This is an optimization exercise on Yosys and OpenROAD, whose aim is small area, not a production implementation. Only simulation tests tie the RTL to the original design; equivalence was not proved.

==> design/flow/config.mk <==
export PLATFORM = sky130hd
export DESIGN_NAME = rv32i_int_core
export DESIGN_NICKNAME = rv32i_int_core
export VERILOG_FILES = /design/flow/design.v
export SDC_FILE = /design/flow/constraint.sdc
export NUM_CORES = 4
export LEC_CHECK = 0
export CAP_MARGIN = 10
export CORE_MARGIN = 2
export CORE_UTILIZATION = 60
export CTS_BUF_LIST = sky130_fd_sc_hd__clkbuf_16
export CTS_CLUSTER_DIAMETER = 100
export CTS_CLUSTER_SIZE = 20
export SLEW_MARGIN = 10
export SYNTH_HIERARCHICAL = 1
==> design/flow/constraint.sdc <==
create_clock -name core_clock -period 5.5 [get_ports {clk}]
set_input_delay 1.1000 -clock core_clock [delete_from_list [all_inputs] [get_ports {clk}]]
set_output_delay 1.1000 -clock core_clock [all_outputs]
set_load 0.01 [all_outputs]
==> design/flow/design.v <==
package rv_isa_pkg;
    localparam int XLEN       = 32;
    localparam int INSTR_W    = 32;
    localparam int REG_ADDR_W = 5;
    localparam int NUM_REGS   = 32;
    localparam int OPCODE_W = 7;
    localparam int FUNCT3_W = 3;
    localparam int FUNCT7_W = 7;
    localparam int RD_LSB     = 7;
    localparam int FUNCT3_LSB = 12;
    localparam int RS1_LSB    = 15;
    localparam int RS2_LSB    = 20;
    localparam int FUNCT7_LSB = 25;
    localparam logic [OPCODE_W-1:0] OP_LUI = 7'b0110111;
    localparam logic [OPCODE_W-1:0] OP_IMM = 7'b0010011;
    localparam logic [OPCODE_W-1:0] OP_REG = 7'b0110011;
    localparam logic [FUNCT3_W-1:0] F3_ADD_SUB = 3'b000;
    localparam logic [FUNCT3_W-1:0] F3_SLL     = 3'b001;
    localparam logic [FUNCT3_W-1:0] F3_SLT     = 3'b010;
    localparam logic [FUNCT3_W-1:0] F3_SLTU    = 3'b011;
    localparam logic [FUNCT3_W-1:0] F3_XOR     = 3'b100;
    localparam logic [FUNCT3_W-1:0] F3_SRL_SRA = 3'b101;
    localparam logic [FUNCT3_W-1:0] F3_OR      = 3'b110;
    localparam logic [FUNCT3_W-1:0] F3_AND     = 3'b111;
    localparam logic [FUNCT7_W-1:0] F7_BASE = 7'b0000000;
    localparam logic [FUNCT7_W-1:0] F7_ALT  = 7'b0100000;
endpackage
package core_ctrl_pkg;
    typedef enum logic [3:0] {
        ALU_ADD  = 4'd0,
        ALU_SUB  = 4'd1,
        ALU_OR   = 4'd2,
        ALU_AND  = 4'd3,
        ALU_XOR  = 4'd4,
        ALU_SLL  = 4'd5,
        ALU_SRL  = 4'd6,
        ALU_SRA  = 4'd7,
        ALU_SLT  = 4'd8,
        ALU_SLTU = 4'd9
    } alu_op_e;
    localparam int SHAMT_W = 5;
endpackage
`timescale 1ns/10ps
import rv_isa_pkg::*;
module register_file (
    input  logic                                clk,
    input  logic                                rst_n_i,
    input  logic [rv_isa_pkg::REG_ADDR_W-1:0]   rs1_addr_i,
    input  logic [rv_isa_pkg::REG_ADDR_W-1:0]   rs2_addr_i,
    input  logic                                rd_a_en_i,    
    input  logic                                rd_b_en_i,    
    input  logic                                byp_a_i,
    input  logic                                byp_b_i,
    input  logic [rv_isa_pkg::XLEN-1:0]         byp_data_i,
    input  logic                                imm_lo_en_i,  
    input  logic                                imm_hi_en_i,  
    input  logic [rv_isa_pkg::XLEN-1:0]         imm_i,
    input  logic                                wr_en_i,
    input  logic [rv_isa_pkg::REG_ADDR_W-1:0]   wr_addr_i,
    input  logic [rv_isa_pkg::XLEN-1:0]         wr_data_i,
    output logic [rv_isa_pkg::XLEN-1:0]         op_a_o,
    output logic [rv_isa_pkg::XLEN-1:0]         op_b_o
);
    logic [NUM_REGS*XLEN-1:XLEN] rf_q;
    logic [NUM_REGS-1:1]         rf_written;
    logic [NUM_REGS-1:1]         sel_a;
    logic [NUM_REGS-1:1]         sel_b;
    genvar j;
    for (j = 1; j < NUM_REGS; j++) begin : g_reg
        logic [XLEN-1:0] q;
        logic            written;
        logic            we;
        assign we = wr_en_i && (wr_addr_i == j);
        always_ff @(posedge clk) begin
            if (we) begin
                q <= wr_data_i;
            end
        end
        always_ff @(posedge clk or negedge rst_n_i) begin
            if (!rst_n_i) begin
                written <= 1'b0;
            end else if (we) begin
                written <= 1'b1;
            end
        end
        assign rf_q[j*XLEN +: XLEN] = q;
        assign rf_written[j]        = written;
        assign sel_a[j] = written && rd_a_en_i && (rs1_addr_i == j);
        assign sel_b[j] = written && rd_b_en_i && (rs2_addr_i == j);
    end
    genvar b;
    for (b = 0; b < XLEN; b++) begin : g_bit
        logic [NUM_REGS-1:0] da;
        logic [NUM_REGS-1:0] sa;
        logic [NUM_REGS:0]   db;
        logic [NUM_REGS:0]   sb;
        logic [10:0]         na;
        logic [10:0]         nb;
        for (j = 1; j < NUM_REGS; j++) begin : g_col
            assign da[j] = rf_q[j*XLEN + b];
        end
        assign da[0] = byp_data_i[b];
        assign sa    = {sel_a, byp_a_i};
        assign db = {byp_data_i[b], da[NUM_REGS-1:1], imm_i[b]};
        assign sb = {byp_b_i, sel_b, (b < 12) ? imm_lo_en_i : imm_hi_en_i};
        for (j = 0; j < 10; j++) begin : g_aoi
            rf_aoi3 u_a (.a0(sa[3*j]),   .b0(da[3*j]),
                         .a1(sa[3*j+1]), .b1(da[3*j+1]),
                         .a2(sa[3*j+2]), .b2(da[3*j+2]), .y(na[j]));
        end
        rf_aoi2 u_a10 (.a0(sa[30]), .b0(da[30]),
                       .a1(sa[31]), .b1(da[31]), .y(na[10]));
        for (j = 0; j < 11; j++) begin : g_boi
            rf_aoi3 u_b (.a0(sb[3*j]),   .b0(db[3*j]),
                         .a1(sb[3*j+1]), .b1(db[3*j+1]),
                         .a2(sb[3*j+2]), .b2(db[3*j+2]), .y(nb[j]));
        end
        rf_nand11 u_ca (.a(na), .y(op_a_o[b]));
        rf_nand11 u_cb (.a(nb), .y(op_b_o[b]));
    end
endmodule
module rf_aoi3 (
    input  logic a0, b0, a1, b1, a2, b2,
    output logic y
);
    assign y = ~((a0 & b0) | (a1 & b1) | (a2 & b2));
endmodule
module rf_aoi2 (
    input  logic a0, b0, a1, b1,
    output logic y
);
    assign y = ~((a0 & b0) | (a1 & b1));
endmodule
module rf_nand11 (
    input  logic [10:0] a,
    output logic        y
);
    assign y = ~&a;
endmodule
`timescale 1ns/10ps
import rv_isa_pkg::*;
module decode_stage (
    input  logic                                clk,
    input  logic                                rst_n_i,
    input  logic                                instr_valid_i,
    input  logic [rv_isa_pkg::INSTR_W-1:0]      instr_i,
    output logic [rv_isa_pkg::REG_ADDR_W-1:0]   rf_rs1_addr_o,
    output logic [rv_isa_pkg::REG_ADDR_W-1:0]   rf_rs2_addr_o,
    output logic                                rf_rd_a_en_o,
    output logic                                rf_rd_b_en_o,
    output logic                                rf_byp_a_o,
    output logic                                rf_byp_b_o,
    output logic                                rf_imm_lo_en_o,
    output logic                                rf_imm_hi_en_o,
    output logic [rv_isa_pkg::XLEN-1:0]         rf_imm_o,
    input  logic [rv_isa_pkg::XLEN-1:0]         rf_op_a_i,
    input  logic [rv_isa_pkg::XLEN-1:0]         rf_op_b_i,
    output logic                                ex_valid_o,
    output logic [rv_isa_pkg::REG_ADDR_W-1:0]   ex_rd_o,
    output logic [rv_isa_pkg::FUNCT3_W-1:0]     ex_funct3_o,
    output logic                                ex_sub_o,
    output logic                                ex_alt_o,
    output logic [rv_isa_pkg::XLEN-1:0]         ex_op_a_o,
    output logic [rv_isa_pkg::XLEN-1:0]         ex_op_b_o
);
    logic [OPCODE_W-1:0]   opcode;
    logic [FUNCT3_W-1:0]   funct3;
    logic [FUNCT7_W-1:0]   funct7;
    logic [REG_ADDR_W-1:0] rs1_addr;
    logic [REG_ADDR_W-1:0] rs2_addr;
    logic                  is_lui;
    logic                  is_imm;
    logic                  is_reg;
    logic                  is_shift;
    logic                  f7_base;
    logic                  f7_alt;
    logic                  dec_valid;
    logic                  wr_pending;
    assign opcode   = instr_i[OPCODE_W-1:0];
    assign funct3   = instr_i[FUNCT3_LSB +: FUNCT3_W];
    assign funct7   = instr_i[FUNCT7_LSB +: FUNCT7_W];
    assign rs1_addr = instr_i[RS1_LSB +: REG_ADDR_W];
    assign rs2_addr = instr_i[RS2_LSB +: REG_ADDR_W];
    assign is_lui   = (opcode == OP_LUI);
    assign is_imm   = (opcode == OP_IMM);
    assign is_reg   = (opcode == OP_REG);
    assign is_shift = (funct3 == F3_SLL) || (funct3 == F3_SRL_SRA);
    assign f7_base  = (funct7 == F7_BASE);
    assign f7_alt   = (funct7 == F7_ALT);
    always_comb begin
        dec_valid = 1'b0;
        if (is_lui) begin
            dec_valid = 1'b1;
        end else if (is_imm) begin
            dec_valid = !is_shift || f7_base || (f7_alt && funct3 == F3_SRL_SRA);
        end else if (is_reg) begin
            dec_valid = f7_base ||
                        (f7_alt && (funct3 == F3_SRL_SRA || funct3 == F3_ADD_SUB));
        end
    end
    assign wr_pending = ex_valid_o && (ex_rd_o != '0);
    assign rf_rs1_addr_o  = rs1_addr;
    assign rf_rs2_addr_o  = rs2_addr;
    assign rf_byp_a_o     = wr_pending && (rs1_addr == ex_rd_o) && !opcode[2];
    assign rf_byp_b_o     = wr_pending && (rs2_addr == ex_rd_o) && opcode[5] && !opcode[2];
    assign rf_rd_a_en_o   = !opcode[2] && !rf_byp_a_o;
    assign rf_rd_b_en_o   = opcode[5] && !opcode[2] && !rf_byp_b_o;
    assign rf_imm_lo_en_o = !opcode[5];
    assign rf_imm_hi_en_o = !opcode[5] || opcode[2];
    assign rf_imm_o       = opcode[2] ? {instr_i[INSTR_W-1:FUNCT3_LSB], 12'b0}
                                      : {{(XLEN-12){instr_i[INSTR_W-1]}}, instr_i[INSTR_W-1:RS2_LSB]};
    always_ff @(posedge clk or negedge rst_n_i) begin
        if (!rst_n_i) begin
            ex_valid_o <= 1'b0;
        end else begin
            ex_valid_o <= instr_valid_i && dec_valid;
        end
    end
    always_ff @(posedge clk) begin
        ex_rd_o     <= instr_i[RD_LSB +: REG_ADDR_W];
        ex_funct3_o <= opcode[2] ? F3_ADD_SUB : funct3;
        ex_sub_o    <= !opcode[2] && ((funct3[2:1] == 2'b01) ||
                                      (funct3 == F3_ADD_SUB && opcode[5] && funct7[5]));
        ex_alt_o    <= funct7[5];
        ex_op_a_o   <= rf_op_a_i;
        ex_op_b_o   <= rf_op_b_i;
    end
endmodule
`timescale 1ns/10ps
import rv_isa_pkg::*;
module execute_stage (
    input  logic [rv_isa_pkg::FUNCT3_W-1:0]     ex_funct3_i,
    input  logic                                ex_sub_i,
    input  logic                                ex_alt_i,
    input  logic [rv_isa_pkg::XLEN-1:0]         op_a_i,
    input  logic [rv_isa_pkg::XLEN-1:0]         op_b_i,
    output logic [rv_isa_pkg::XLEN-1:0]         result_o
);
    logic [FUNCT3_W-1:0] funct3;
    logic [XLEN-1:0]     sum;
    logic [XLEN-1:0]     prop;
    logic [XLEN-1:0]     gen;
    logic                lt;
    logic                shl;
    logic                fill;
    logic [XLEN-1:0]     sh_n;
    logic sel_add, sel_p, sel_g, nsel_sh, sel_lt;
    assign funct3 = ex_funct3_i;
    alu_addsub u_add (
        .a_i    (op_a_i),
        .b_i    (op_b_i),
        .sub_i  (ex_sub_i),
        .sum_o  (sum),
        .prop_o (prop),
        .gen_o  (gen)
    );
    assign lt = prop[XLEN-1] ? sum[XLEN-1] :
                (funct3[0] ? op_b_i[XLEN-1] : op_a_i[XLEN-1]);
    assign shl  = (funct3 == F3_SLL);
    assign fill = ex_alt_i && op_a_i[XLEN-1];
    alu_shifter u_sh (
        .a_i     (op_a_i),
        .shamt_i (op_b_i[4:0]),
        .shl_i   (shl),
        .fill_i  (fill),
        .res_n_o (sh_n)
    );
    assign sel_add = (funct3 == F3_ADD_SUB);
    assign sel_p   = (funct3 == F3_XOR || funct3 == F3_OR);
    assign sel_g   = (funct3 == F3_AND || funct3 == F3_OR);
    assign nsel_sh = !(funct3 == F3_SLL || funct3 == F3_SRL_SRA);
    assign sel_lt  = (funct3[2:1] == 2'b01);
    genvar i;
    for (i = 0; i < XLEN; i++) begin : g_res
        logic n_arith;
        alu_aoi222 u_ar (.a0(sel_add), .b0(sum[i]),
                         .a1(sel_p),   .b1(prop[i]),
                         .a2(sel_g),   .b2(gen[i]), .y(n_arith));
        if (i == 0) begin : g_lt
            logic n_lt;
            alu_nand2   u_x (.a(sel_lt), .b(lt), .y(n_lt));
            alu_o211ai  u_o (.a1(sh_n[i]), .a2(nsel_sh), .b(n_arith), .c(n_lt),
                             .y(result_o[i]));
        end else begin : g_plain
            alu_o21ai   u_o (.a1(sh_n[i]), .a2(nsel_sh), .b(n_arith), .y(result_o[i]));
        end
    end
endmodule
module alu_addsub (
    input  logic [rv_isa_pkg::XLEN-1:0] a_i,
    input  logic [rv_isa_pkg::XLEN-1:0] b_i,
    input  logic                        sub_i,
    output logic [rv_isa_pkg::XLEN-1:0] sum_o,
    output logic [rv_isa_pkg::XLEN-1:0] prop_o,
    output logic [rv_isa_pkg::XLEN-1:0] gen_o
);
    logic [XLEN-1:0] bb;
    logic [XLEN-1:0] pg_g;
    logic [XLEN-1:0] pg_p;
    logic [XLEN:0]   carry;
    assign bb     = b_i ^ {XLEN{sub_i}};
    assign prop_o = a_i ^ bb;
    assign gen_o  = a_i & bb;
    always_comb begin
        pg_g = gen_o;
        pg_p = prop_o;
        pg_g[0] = gen_o[0] | (prop_o[0] & sub_i);
        for (int l = 0; l < 5; l++) begin
            for (int k = (2 << l) - 1; k < XLEN; k += (2 << l)) begin
                pg_g[k] = pg_g[k] | (pg_p[k] & pg_g[k - (1 << l)]);
                pg_p[k] = pg_p[k] & pg_p[k - (1 << l)];
            end
        end
        for (int l = 3; l >= 0; l--) begin
            for (int k = 3 * (1 << l) - 1; k < XLEN; k += (2 << l)) begin
                pg_g[k] = pg_g[k] | (pg_p[k] & pg_g[k - (1 << l)]);
                pg_p[k] = pg_p[k] & pg_p[k - (1 << l)];
            end
        end
    end
    assign carry = {pg_g, sub_i};
    assign sum_o = prop_o ^ carry[XLEN-1:0];
endmodule
module alu_shifter (
    input  logic [rv_isa_pkg::XLEN-1:0] a_i,
    input  logic [4:0]                  shamt_i,
    input  logic                        shl_i,
    input  logic                        fill_i,
    output logic [rv_isa_pkg::XLEN-1:0] res_n_o
);
    logic [XLEN-1:0] st [6];
    logic [4:0]      keep;
    logic [4:0]      right;
    logic [4:0]      left;
    assign st[0] = a_i;
    assign keep  = ~shamt_i;
    assign right = shamt_i & {5{!shl_i}};
    assign left  = shamt_i & {5{shl_i}};
    genvar i, k;
    for (k = 0; k < 5; k++) begin : g_stage
        localparam bit INV = (k % 2 == 1);
        logic fill_k;
        assign fill_k = INV ? !fill_i : fill_i;
        for (i = 0; i < XLEN; i++) begin : g_bit
            logic r;
            if (i + (1 << k) < XLEN) begin : g_r
                assign r = st[k][i + (1 << k)];
            end else begin : g_rf
                assign r = fill_k;
            end
            if (i >= (1 << k)) begin : g_l
                alu_aoi222 u_m (.a0(keep[k]),  .b0(st[k][i]),
                                .a1(right[k]), .b1(r),
                                .a2(left[k]),  .b2(st[k][i - (1 << k)]), .y(st[k+1][i]));
            end else if (INV) begin : g_lz_inv
                alu_aoi221 u_m (.a0(keep[k]),  .b0(st[k][i]),
                                .a1(right[k]), .b1(r),
                                .c(left[k]), .y(st[k+1][i]));
            end else begin : g_lz
                alu_aoi22 u_m (.a0(keep[k]),  .b0(st[k][i]),
                               .a1(right[k]), .b1(r), .y(st[k+1][i]));
            end
        end
    end
    assign res_n_o = st[5];
endmodule
module alu_aoi222 (
    input  logic a0, b0, a1, b1, a2, b2,
    output logic y
);
    assign y = ~((a0 & b0) | (a1 & b1) | (a2 & b2));
endmodule
module alu_aoi22 (
    input  logic a0, b0, a1, b1,
    output logic y
);
    assign y = ~((a0 & b0) | (a1 & b1));
endmodule
module alu_nand2 (
    input  logic a, b,
    output logic y
);
    assign y = ~(a & b);
endmodule
module alu_aoi221 (
    input  logic a0, b0, a1, b1, c,
    output logic y
);
    assign y = ~((a0 & b0) | (a1 & b1) | c);
endmodule
module alu_o21ai (
    input  logic a1, a2, b,
    output logic y
);
    assign y = ~((a1 | a2) & b);
endmodule
module alu_o211ai (
    input  logic a1, a2, b, c,
    output logic y
);
    assign y = ~((a1 | a2) & b & c);
endmodule
`timescale 1ns/10ps
import rv_isa_pkg::*;
module result_stage (
    input  logic                                clk,
    input  logic                                rst_n_i,
    input  logic                                res_valid_i,
    input  logic [rv_isa_pkg::REG_ADDR_W-1:0]   res_rd_addr_i,
    input  logic [rv_isa_pkg::XLEN-1:0]         res_data_i,
    output logic                                result_valid_o,
    output logic [rv_isa_pkg::REG_ADDR_W-1:0]   result_rd_o,
    output logic [rv_isa_pkg::XLEN-1:0]         result_data_o,
    output logic [rv_isa_pkg::XLEN-1:0]         instret_o
);
    always_ff @(posedge clk or negedge rst_n_i) begin
        if (!rst_n_i) begin
            result_valid_o <= 1'b0;
            instret_o      <= '0;
        end else begin
            result_valid_o <= res_valid_i;
            if (result_valid_o) begin
                instret_o <= instret_o + 1'b1;
            end
        end
    end
    always_ff @(posedge clk) begin
        result_rd_o   <= res_rd_addr_i;
        result_data_o <= res_data_i;
    end
endmodule
`timescale 1ns/10ps
import rv_isa_pkg::*;
module rv32i_int_core (
    input  logic                                clk,
    input  logic                                rst_n_i,
    input  logic                                instr_valid_i,
    input  logic [rv_isa_pkg::INSTR_W-1:0]      instr_i,
    output logic                                result_valid_o,
    output logic [rv_isa_pkg::REG_ADDR_W-1:0]   result_rd_o,
    output logic [rv_isa_pkg::XLEN-1:0]         result_data_o,
    output logic [rv_isa_pkg::XLEN-1:0]         instret_o
);
    logic [REG_ADDR_W-1:0] rf_rs1_addr;
    logic [REG_ADDR_W-1:0] rf_rs2_addr;
    logic                  rf_rd_a_en;
    logic                  rf_rd_b_en;
    logic                  rf_byp_a;
    logic                  rf_byp_b;
    logic                  rf_imm_lo_en;
    logic                  rf_imm_hi_en;
    logic [XLEN-1:0]       rf_imm;
    logic [XLEN-1:0]       rf_op_a;
    logic [XLEN-1:0]       rf_op_b;
    logic                  ex_valid;
    logic [REG_ADDR_W-1:0] ex_rd;
    logic [FUNCT3_W-1:0]   ex_funct3;
    logic                  ex_sub;
    logic                  ex_alt;
    logic [XLEN-1:0]       ex_op_a;
    logic [XLEN-1:0]       ex_op_b;
    logic [XLEN-1:0]       alu_result;
    decode_stage u_decode (
        .clk            (clk),
        .rst_n_i        (rst_n_i),
        .instr_valid_i  (instr_valid_i),
        .instr_i        (instr_i),
        .rf_rs1_addr_o  (rf_rs1_addr),
        .rf_rs2_addr_o  (rf_rs2_addr),
        .rf_rd_a_en_o   (rf_rd_a_en),
        .rf_rd_b_en_o   (rf_rd_b_en),
        .rf_byp_a_o     (rf_byp_a),
        .rf_byp_b_o     (rf_byp_b),
        .rf_imm_lo_en_o (rf_imm_lo_en),
        .rf_imm_hi_en_o (rf_imm_hi_en),
        .rf_imm_o       (rf_imm),
        .rf_op_a_i      (rf_op_a),
        .rf_op_b_i      (rf_op_b),
        .ex_valid_o     (ex_valid),
        .ex_rd_o        (ex_rd),
        .ex_funct3_o    (ex_funct3),
        .ex_sub_o       (ex_sub),
        .ex_alt_o       (ex_alt),
        .ex_op_a_o      (ex_op_a),
        .ex_op_b_o      (ex_op_b)
    );
    register_file u_regfile (
        .clk         (clk),
        .rst_n_i     (rst_n_i),
        .rs1_addr_i  (rf_rs1_addr),
        .rs2_addr_i  (rf_rs2_addr),
        .rd_a_en_i   (rf_rd_a_en),
        .rd_b_en_i   (rf_rd_b_en),
        .byp_a_i     (rf_byp_a),
        .byp_b_i     (rf_byp_b),
        .byp_data_i  (alu_result),
        .imm_lo_en_i (rf_imm_lo_en),
        .imm_hi_en_i (rf_imm_hi_en),
        .imm_i       (rf_imm),
        .wr_en_i     (ex_valid),
        .wr_addr_i   (ex_rd),
        .wr_data_i   (alu_result),
        .op_a_o      (rf_op_a),
        .op_b_o      (rf_op_b)
    );
    execute_stage u_execute (
        .ex_funct3_i (ex_funct3),
        .ex_sub_i    (ex_sub),
        .ex_alt_i    (ex_alt),
        .op_a_i      (ex_op_a),
        .op_b_i      (ex_op_b),
        .result_o    (alu_result)
    );
    result_stage u_result (
        .clk            (clk),
        .rst_n_i        (rst_n_i),
        .res_valid_i    (ex_valid),
        .res_rd_addr_i  (ex_rd),
        .res_data_i     (alu_result),
        .result_valid_o (result_valid_o),
        .result_rd_o    (result_rd_o),
        .result_data_o  (result_data_o),
        .instret_o      (instret_o)
    );
endmodule
==> design/flow/run.sh <==
#!/bin/bash
# synth_recipe.tcl (not shown) runs the flow's synth.tcl, then flattens the netlist and writes it again
# the make line also repeats each setting of config.mk as NAME=value (left out here)
make -C /OpenROAD-flow-scripts/flow DESIGN_CONFIG=/design/flow/config.mk WORK_HOME=/design/flow/orfs CLKGATE_MAP_FILE= SYNTH_SCRIPT=/design/flow/synth_recipe.tcl finish
==> results.ini <==
[status]
status=finished clean

[logic_synthesis]
synth_fa_ha_area_share_pct=1.50
netlist_area_mm2=0.0488
synthTopCellsByArea=edfxtp_1, a222oi_1, dfxtp_1
synthSimpleGateAreaFrac_pct=6.84
yosys.area.top_type_share_pct=61.1
synth_xor_area_share_pct=1.60
synth_top_family_by_area=compound AO/OA/AOI/OAI gates
synthMuxAreaShare_pct=0.0641
ys_async_sr_fraction_pct=5.57
syn_inst=2964
synth_compound_area_share_pct=20.2
yosysWarnings=13
synth_edf_count=992
synth-seq-area-share_pct=69.0
synth_ff_type=edfxtp_1
synth_fp_nets=3048
syn_area_per_cell_um2=16.5
yosysUniqueCellTypes=67
synth_top_cell_by_area=edfxtp_1
synth_seq_cells=1168

[timing]
finClkSkew_ps=48.5
finalSetupTns_ps=0
rsz0062_at_grt=no
maxSlewViolCount=0
finalCriticalPeriod_ps=5350
final-hold-violation-count=0
tightest_slew_ps=1350
relSlewSlack_pct=9.96
max_freq_mhz=187
timing.final.crit_share_pct=97.3
setup_viol_count_final=0

[clocking]
clk_latency_ps=680
clkTransAtPathRegs_ps=90
cts_buffers=68
cts_resized=0
tritoncts=done
cts_hold_buf=0
post_cts_buffers=0
cts.sink_count=1168
htreeDepth=3
cts_buffer_depth=3
clock-root-buffer=clkbuf_16

[pwr]
p_leak_uw=0.0175
pwr_density_cell_mw_per_mm2=295
power_uw=16300
vdd_ir_drop_max_mv=0.286

[setup_path]
critPathKind=reg2reg
cp_max_fo=32
reg2reg_depth=12
critPathSlowestCell=a222oi_1
max_stage_delay_ps=650
cpLargestDelayFamily=compound AO/OA/AOI/OAI gates
arrival_ps=5910
endpoint_kind=register
critPathBufInv=1
cpMostUsedCell=a222oi_1
cp_num_cells=12
cp_cell_sequence=nor3b_1 -> nor2b_2 -> a222oi_1 -> a222oi_1 -> a222oi_1 -> a222oi_1 -> a222oi_1 -> buf_4 -> o21ai_4 -> a222oi_1 -> nand4_1 -> or3_1
required_ps=6050
startpoint_type=register

[run]
max_cap_violations=0

[global_routing]
grt_remaining_overflow=0
grt_max_degree=66
track_usage_pct=46.5
antenna_found_initial=7
grt_pass1_vias=37300
grt_pass1_wl_um=271000

[floorplan]
start_util_pct=60.5
fp.dieW_um=289
core-area_mm2=0.0805
ioPinCount=105
dieHeight_um=289
die_area_mm2=0.0836
rows=104

[layout]
drive_gt1_share_pct=14.5
seq_area_mm2=0.0336
area_growth_pct=13.7
multi_input_area_mm2=0.0152
final_cell_mix=edfxtp_1, a222oi_1, buf_4
fillers=5438
mostFrequentLayoutCell=edfxtp_1
nets=3402

[min_path]
whs_path_depth=1
min-delay-path-class=reg2reg

[detailed_routing]
ant_nets=0
wl_per_cell_um=44.4
drc=0
num_vias=39200
finalWirelength_um=197000
drt-initial-drc-count=12700
drt_first_pass_iters=19
avgViaCountPerCell=8.84

[place]
place.port_buffers=104
place_congestion=1.06
dp_hpwl_um=121000

## Yosys stat by module (local to each module, per instance), a selection
module | cell area (µm²) | flip-flops and latches
alu_shifter | 85.1 | 0
rf_aoi3 | 10.0 | 0
register_file | 31700 | 1023
alu_addsub | 1630 | 0
rf_aoi2 | 12.5 | 0
alu_o21ai | 5.00 | 0
alu_o211ai | 12.5 | 0
alu_nand2 | 3.75 | 0
alu_aoi221 | 15.0 | 0
execute_stage | 65.1 | 0
alu_aoi22 | 12.5 | 0
rf_nand11 | 23.8 | 0
decode_stage | 2110 | 75
result_stage | 2300 | 70
alu_aoi222 | 10.0 | 0
## kinds of logic after synthesis
| group | Yosys count |
|---|---|
| AND/OR/NAND/NOR | 567 |
| buffers and inverters | 84 |
| adder cells (fa/ha/maj) | 49 |
| AO/OA/AOI/OAI | 1004 |
| flip-flops | 1168 |
| multiplexers | 3 |
| XOR/XNOR | 89 |
## report_power, final
part           total, µW  internal, µW  switching, µW
clock network       5340          2390           2950
registers           9870          9820           48.7
logic               1120           337            783
total              16300         12500           3780
## cell type report
cell class	instances	area share [%]
Clock buffer	69	3.12
Antenna cell	5	0.0226
Tap cell	1060	2.39
Sequential cell	1168	60.7
Multi-Input combinational cell	1712	27.5
Inverter	41	0.278
Clock inverter	56	0.655
Timing Repair Buffer	327	5.36
## metal layers
metal | vias up | global-route usage, % | share of wire (%)
li1 | 14900 | - | -
met5 | - | 0 | 0.013
met1 | 18900 | 59.1 | 31
met3 | 919 | 17.0 | 18
met4 | 4 | 35.1 | 9.5
met2 | 4485 | 65.2 | 41
## through the flow
stage	hold slack, ps	instances	setup slack (ps)	area (µm²)	utilization, %
global route	507	4433	52.8	55400	68.8
detailed placement	467	4308	413	53300	66.2
finish	488	4438	149	55400	68.8
global placement	468	4308	392	53300	66.2
CTS	492	4433	402	55400	68.8
floorplan	387	2964	655	48800	-
## Yosys cell counts (18+ instances only)
library cell,number
and3_1,63
nand4_1,136
nor2_1,44
a222oi_1,833
dfrtp_1,65
inv_1,41
nor2b_1,25
o21ai_1,32
clkbuf_1,18
o21bai_1,30
xor2_1,61
nand3_1,75
ha_1,33
edfxtp_1,992
dfxtp_1,111
nand2_1,68
or3_1,65
a22oi_2,53
xnor2_1,28
## registers in the layout, summed over array words and instances, names as in the netlist, 3 cells and up
signal,count
u_decode.ex_rd_o,5
u_regfile.g.q,992
u_decode.ex_funct3_o,3
u_regfile.g.written,31
u_result.instret_o,32
u_result.result_rd_o,5
u_result.result_data_o,32
u_decode.ex_op_b_o,32
u_decode.ex_op_a_o,32
## path summary, 6_finish.rpt
path                                               startpoint                                     end  slack [ps]
max                        u_decode.ex_funct3_o[0]$_SDFF_PP0_          u_decode.ex_op_a_o[27]$_DFF_P_         150
min                        u_result.instret_o[26]$_DFFE_PN0P_      u_result.instret_o[26]$_DFFE_PN0P_         490
max reg2reg                u_decode.ex_funct3_o[0]$_SDFF_PP0_          u_decode.ex_op_a_o[27]$_DFF_P_         150
min reg2reg                u_result.instret_o[26]$_DFFE_PN0P_      u_result.instret_o[26]$_DFFE_PN0P_         490
max in group asynchronous                             rst_n_i  u_regfile.g_reg[6].written$_DFFE_PN0P_        4310
min in group asynchronous                             rst_n_i      u_result.instret_o[11]$_DFFE_PN0P_         610

port drivers added, routing unchanged:
In the flow no input, the clock included, has a driving cell. The finished layout below was timed again as built, in two steps. Step 1 assumes that a clkbuf_16 drives the clock port and a buf_2 every other input. Step 2, shift: input delay + t, output delay - t, t = (earliest + latest rising clock arrival at the registers) / 2. This alone moves slack from input paths to output paths. Three values: ideal, step 1, step 2; two values: the first two.
t, ns: 0.725
setup WS [ns]: 0.149 / 0.149 / 0.149
hold slack, ns: 0.488 / 0.488 / 0.488
cell pins on the clock port's net: 1
After both steps this run still meets setup and hold. For this run, drivers alone change the setup slack by 0.000 ns; drivers and shift together by 0.000 ns.
